Context: an optimization exercise on an open-source flow, tuned for small area. The choices shown serve that exercise and are no tape-out recipe.
In this exercise RTL edits were held to simulation tests only and were not proved equivalent to the original.
Power figures rest on the tool's default switching activity, not on a simulated workload.

## the baseline
## ringSwitch
module ringSwitch #(
	parameter int InterNodeFifoDepth = 8,
	parameter int IntraNodeFifoDepth = 2
) (
	input  logic                                             clk,
	input  logic                                             reset,
	input  logic [ringPkg::NodeCount*ringPkg::DataWidth-1:0] inject,
	input  logic [ringPkg::NodeCount-1:0]                    injectReceive,
	input  logic [ringPkg::NodeCount-1:0]                    EjectSlotAvail,
	output logic [ringPkg::NodeCount*ringPkg::DataWidth-1:0] eject,
	output logic [ringPkg::NodeCount-1:0]                    ejectSend,
	output logic [ringPkg::NodeCount-1:0]                    InjectSlotAvail,
	output logic [ringPkg::NodeCount*ringPkg::UtilWidth-1:0] ClockwiseUtil,
	output logic [ringPkg::NodeCount*ringPkg::UtilWidth-1:0] CounterClockwiseUtil,
	output logic [ringPkg::NodeCount*ringPkg::UtilWidth-1:0] InjectUtil
);
Size in the first run: ~11,000 cells after synthesis, roughly 4,700 flip-flops, about 0.18 mm^2 of cells after synthesis.
==> module ringRouter, before the edit <==
module ringRouter #(
	parameter int SrcId = 0,
	parameter int InterNodeFifoDepth = 8
) (
	input  logic                          clk,
	input  logic                          reset,
	input  logic                          windowEnd,
	input  ringPkg::flit_t                inject,
	input  logic                          injectReceive,
	input  logic [33:0]                   ClockwiseIn,
	input  logic [33:0]                   CounterClockwiseIn,
	input  logic                          ClockwiseReceive,
	input  logic                          CounterClockwiseReceive,
	input  logic                          ClockwiseNextSlotAvail,
	input  logic                          CounterClockwiseNextSlotAvail,
	input  logic                          EjectSlotAvail,
	output logic [33:0]                   ClockwiseOut,
	output logic [33:0]                   CounterClockwiseOut,
	output ringPkg::flit_t                eject,
	output logic                          ClockwiseSend,
	output logic                          CounterClockwiseSend,
	output logic                          ejectSend,
	output logic                          ClockwiseSlotAvail,
	output logic                          CounterClockwiseSlotAvail,
	output logic                          InjectSlotAvail,
	output logic [ringPkg::UtilWidth-1:0] ClockwiseUtil,
	output logic [ringPkg::UtilWidth-1:0] CounterClockwiseUtil,
	output logic [ringPkg::UtilWidth-1:0] InjectUtil
);
	localparam int ExitLsb = ringPkg::PayloadWidth;
	localparam int PW = ringPkg::PayloadWidth;
	ringPkg::flit_t injData;
	logic injValid;
	logic [33:0] cwLast, ccwLast;
	logic [1:0] cwHead, ccwHead;
	logic cwNotEmpty, ccwNotEmpty;
	logic cwPop, ccwPop, injPop;
	logic injToEject, injToClockwise;
	logic [1:0] injHops;
	logic injEject, injCw, injCcw;
	logic cwEject, cwTransit, ccwEject, ccwTransit;
	logic cwTakeTransit, cwTakeInject, ccwTakeTransit, ccwTakeInject;
	logic cwSentTransit, ccwSentTransit;
	logic [1:0] cwHopsNext, ccwHopsNext;
	logic [2:0] ejectReq, ejectGrant;
	logic [1:0] lastGrant;
	assign InjectSlotAvail = !injValid;
	always_ff @(posedge clk) begin
		if (!injValid) begin
			injData <= inject;
		end
	end
	always_ff @(posedge clk) begin
		if (reset) begin
			injValid <= 1'b0;
		end else begin
			injValid <= injectReceive || (injValid && !injPop);
		end
	end
	slotFifo #(.Depth(InterNodeFifoDepth), .Width(34), .HeadWidth(2)) uClockwiseFifo (
		.clk(clk), .reset(reset), .push(ClockwiseReceive), .pop(cwPop),
		.pushData(ClockwiseIn), .lastData(cwLast), .headData(cwHead),
		.notEmpty(cwNotEmpty), .hasRoom(ClockwiseSlotAvail)
	);
	slotFifo #(.Depth(InterNodeFifoDepth), .Width(34), .HeadWidth(2)) uCounterClockwiseFifo (
		.clk(clk), .reset(reset), .push(CounterClockwiseReceive), .pop(ccwPop),
		.pushData(CounterClockwiseIn), .lastData(ccwLast), .headData(ccwHead),
		.notEmpty(ccwNotEmpty), .hasRoom(CounterClockwiseSlotAvail)
	);
	routeCompute #(.SrcId(SrcId)) uRoute (
		.exitNode(injData[ExitLsb +: ringPkg::NodeIdWidth]),
		.toEject(injToEject),
		.toClockwise(injToClockwise),
		.hopsLeft(injHops)
	);
	assign injEject = injValid && injToEject;
	assign injCw = injValid && !injToEject && injToClockwise;
	assign injCcw = injValid && !injToEject && !injToClockwise;
	assign cwEject = cwNotEmpty && (cwHead == 2'd0);
	assign cwTransit = cwNotEmpty && !cwEject;
	assign ccwEject = ccwNotEmpty && (ccwHead == 2'd0);
	assign ccwTransit = ccwNotEmpty && !ccwEject;
	assign cwTakeTransit = cwTransit && ClockwiseNextSlotAvail;
	assign cwTakeInject = injCw && !cwTransit && ClockwiseNextSlotAvail;
	assign ccwTakeTransit = ccwTransit && CounterClockwiseNextSlotAvail;
	assign ccwTakeInject = injCcw && !ccwTransit && CounterClockwiseNextSlotAvail;
	assign ejectReq = {injEject, ccwEject, cwEject} & {3{EjectSlotAvail}};
	always_comb begin
		ejectGrant = '0;
		case (lastGrant)
			2'd1: begin
				if (ejectReq[2]) ejectGrant[2] = 1'b1;
				else if (ejectReq[0]) ejectGrant[0] = 1'b1;
				else if (ejectReq[1]) ejectGrant[1] = 1'b1;
			end
			2'd2: begin
				if (ejectReq[0]) ejectGrant[0] = 1'b1;
				else if (ejectReq[1]) ejectGrant[1] = 1'b1;
				else if (ejectReq[2]) ejectGrant[2] = 1'b1;
			end
			default: begin
				if (ejectReq[1]) ejectGrant[1] = 1'b1;
				else if (ejectReq[2]) ejectGrant[2] = 1'b1;
				else if (ejectReq[0]) ejectGrant[0] = 1'b1;
			end
		endcase
	end
	assign cwPop = ejectGrant[0] || cwTakeTransit;
	assign ccwPop = ejectGrant[1] || ccwTakeTransit;
	assign injPop = ejectGrant[2] || cwTakeInject || ccwTakeInject;
	always_ff @(posedge clk) begin
		if (reset) begin
			ClockwiseSend <= 1'b0;
			CounterClockwiseSend <= 1'b0;
			ejectSend <= 1'b0;
			lastGrant <= 2'd2;
		end else begin
			ClockwiseSend <= cwTakeTransit || cwTakeInject;
			CounterClockwiseSend <= ccwTakeTransit || ccwTakeInject;
			ejectSend <= |ejectGrant;
			if (|ejectGrant) begin
				lastGrant <= ejectGrant[0] ? 2'd0 : (ejectGrant[1] ? 2'd1 : 2'd2);
			end
		end
	end
	always_ff @(posedge clk) begin
		cwSentTransit <= cwTransit;
		ccwSentTransit <= ccwTransit;
	end
	assign cwHopsNext = (cwLast[PW +: 2] == 2'd3) ? 2'd3 : cwLast[PW +: 2] - 2'd1;
	assign ccwHopsNext = (ccwLast[PW +: 2] == 2'd3) ? 2'd3 : ccwLast[PW +: 2] - 2'd1;
	assign ClockwiseOut = cwSentTransit ? {cwHopsNext, cwLast[PW-1:0]} : {injHops, injData[PW-1:0]};
	assign CounterClockwiseOut = ccwSentTransit ? {ccwHopsNext, ccwLast[PW-1:0]} :
		{injHops, injData[PW-1:0]};
	always_comb begin
		case (lastGrant)
			2'd0:    eject[PW-1:0] = cwLast[PW-1:0];
			2'd1:    eject[PW-1:0] = ccwLast[PW-1:0];
			default: eject[PW-1:0] = injData[PW-1:0];
		endcase
	end
	if (SrcId == 0) begin : gExit7
		assign eject[ExitLsb +: ringPkg::NodeIdWidth] = (lastGrant == 2'd2) ?
			injData[ExitLsb +: ringPkg::NodeIdWidth] : ringPkg::nodeId_t'(0);
	end else begin : gExitN
		assign eject[ExitLsb +: ringPkg::NodeIdWidth] = ringPkg::nodeId_t'(SrcId);
	end
	utilCounter uClockwiseUtil (
		.clk(clk), .reset(reset), .windowEnd(windowEnd), .countEvent(ClockwiseSend),
		.util(ClockwiseUtil)
	);
	utilCounter uCounterClockwiseUtil (
		.clk(clk), .reset(reset), .windowEnd(windowEnd), .countEvent(CounterClockwiseSend),
		.util(CounterClockwiseUtil)
	);
	utilCounter uInjectUtil (
		.clk(clk), .reset(reset), .windowEnd(windowEnd), .countEvent(injectReceive),
		.util(InjectUtil)
	);
endmodule
export LEC_CHECK = 0
export CAP_MARGIN = 20
export CORE_MARGIN = 2
export CORE_UTILIZATION = 60
export SLEW_MARGIN = 20
create_clock -name core_clock -period 8.0 [get_ports {clk}]
standard.sh (not shown) runs the stock make flow with config.mk's settings and CLKGATE_MAP_FILE= SYNTH_SCRIPT=/design/flow/synth_recipe.tcl, a recipe that flattens the netlist after the stock synthesis.
==> flow/flow/run.sh <==
#!/bin/bash
# Own layout flow: the standard flow (standard.sh, unchanged synthesis),
# with small port buffers, the resizer kept to small drive strengths after
# synthesis, and a clock tree without dummy loads built from clkbuf_8 leaf
# clusters. Each tool's output goes to a log file here (standard.log, and
# ORFS's per-step logs under orfs/logs).
set -euo pipefail
here="$(pwd)"
export BUFFER_PORTS_ARGS="-buffer_cell sky130_fd_sc_hd__buf_1"
export CTS_ARGS="-sink_clustering_enable -repair_clock_nets -dont_use_dummy_load -buf_list sky130_fd_sc_hd__clkbuf_8 -sink_clustering_size 16 -sink_clustering_max_diameter 60"
for step in GLOBAL_PLACE RESIZE REPAIR_TIMING_POST_PLACE CTS GLOBAL_ROUTE; do
  export PRE_${step}_TCL="$here/flow/dontuse.tcl"
done
bash standard.sh > standard.log 2>&1 || { tail -50 standard.log; exit 1; }
tail -5 standard.log
==> flow/flow/dontuse.tcl <==
set big {}
foreach lc [get_lib_cells sky130_fd_sc_hd__*] {
  set n [get_name $lc]
  if {[string match *clkbuf* $n]} continue
  if {[regexp {_(4|6|8|12|16)$} $n]} { lappend big $n }
}
set_dont_use $big
puts "dontuse.tcl: [llength $big] cells of drive 4 and up set dont_use"
Input changes introduced in the candidate (baseline for comparison: the baseline):
-- flow/design.v --
<<< the baseline, line 262
	assign CounterClockwiseOut = ccwSentTransit ? {ccwHopsNext, ccwLast[PW-1:0]} :
		{injHops, injData[PW-1:0]};
	always_comb begin
		case (lastGrant)
			2'd0:    eject[PW-1:0] = cwLast[PW-1:0];
			2'd1:    eject[PW-1:0] = ccwLast[PW-1:0];
			default: eject[PW-1:0] = injData[PW-1:0];
		endcase
	end
	if (SrcId == 0) begin : gExit7
		assign eject[ExitLsb +: ringPkg::NodeIdWidth] = (lastGrant == 2'd2) ?
>>> the candidate, line 262
	assign CounterClockwiseOut = ccwSentTransit ? {ccwHopsNext, ccwLast[PW-1:0]} :
		{injHops, injData[PW-1:0]};
	assign eject[PW-1:0] = (cwLast[PW-1:0] & {PW{lastGrant == 2'd0}}) |
		(ccwLast[PW-1:0] & {PW{lastGrant == 2'd1}}) | (injData[PW-1:0] & {PW{lastGrant[1]}});
	if (SrcId == 0) begin : gExit7
		assign eject[ExitLsb +: ringPkg::NodeIdWidth] = (lastGrant == 2'd2) ?
Notes after the runs:
In the candidate the implementation completed, yet the final layout does not meet the checks, the culprit being antenna rules.
Per the comparison of the candidate with the baseline, multi-input combinational cell area dropped 3.2%, die area barely changed.
Comparing the candidate and the baseline, met2 wire length is lower on the baseline.
The faster design of the two is the baseline; the candidate tops out lower.
Changes observed in the candidate relative to the baseline: post-layout worst setup margin decreased by 0.34 ns relative to the old numbers, total power density per cell area decreased by about 0.7% relative to the old numbers.
Clock insertion delay at the later pin of the skew report (the candidate over the baseline): decrease, 0.04 ns
Delta (the candidate minus the baseline): routed wire length shrank by about 0.7%; count of plain and timing-repair buffers in the layout held steady; power shrank by about 1%.

==> what the ideal ports hide <==
Ports are ideal in the flow. The routed layouts listed here were re-timed in OpenROAD. Step 1: set_driving_cell puts a clkbuf_16 on clk and a buf_2 on each other input, an assumption about the parent block. Step 2 times the ports against the registers' clock, not the clock port: input delays grow and output delays shrink by t, the midpoint of the rising clock arrivals with the driver on. Slacks: no drivers / after step 1 / after step 2; pairs: no drivers / after step 1.
run | t, ns | setup WS [ns] | slew at the worst register clock pin (ns) | cell pins on the clock port's net
the baseline | 1.177 | 2.071 / 1.972 / 2.762 | 0.11 / 0.11 | 1
the candidate | 1.153 | 1.729 / 1.631 / 2.670 | 0.11 / 0.11 | 1
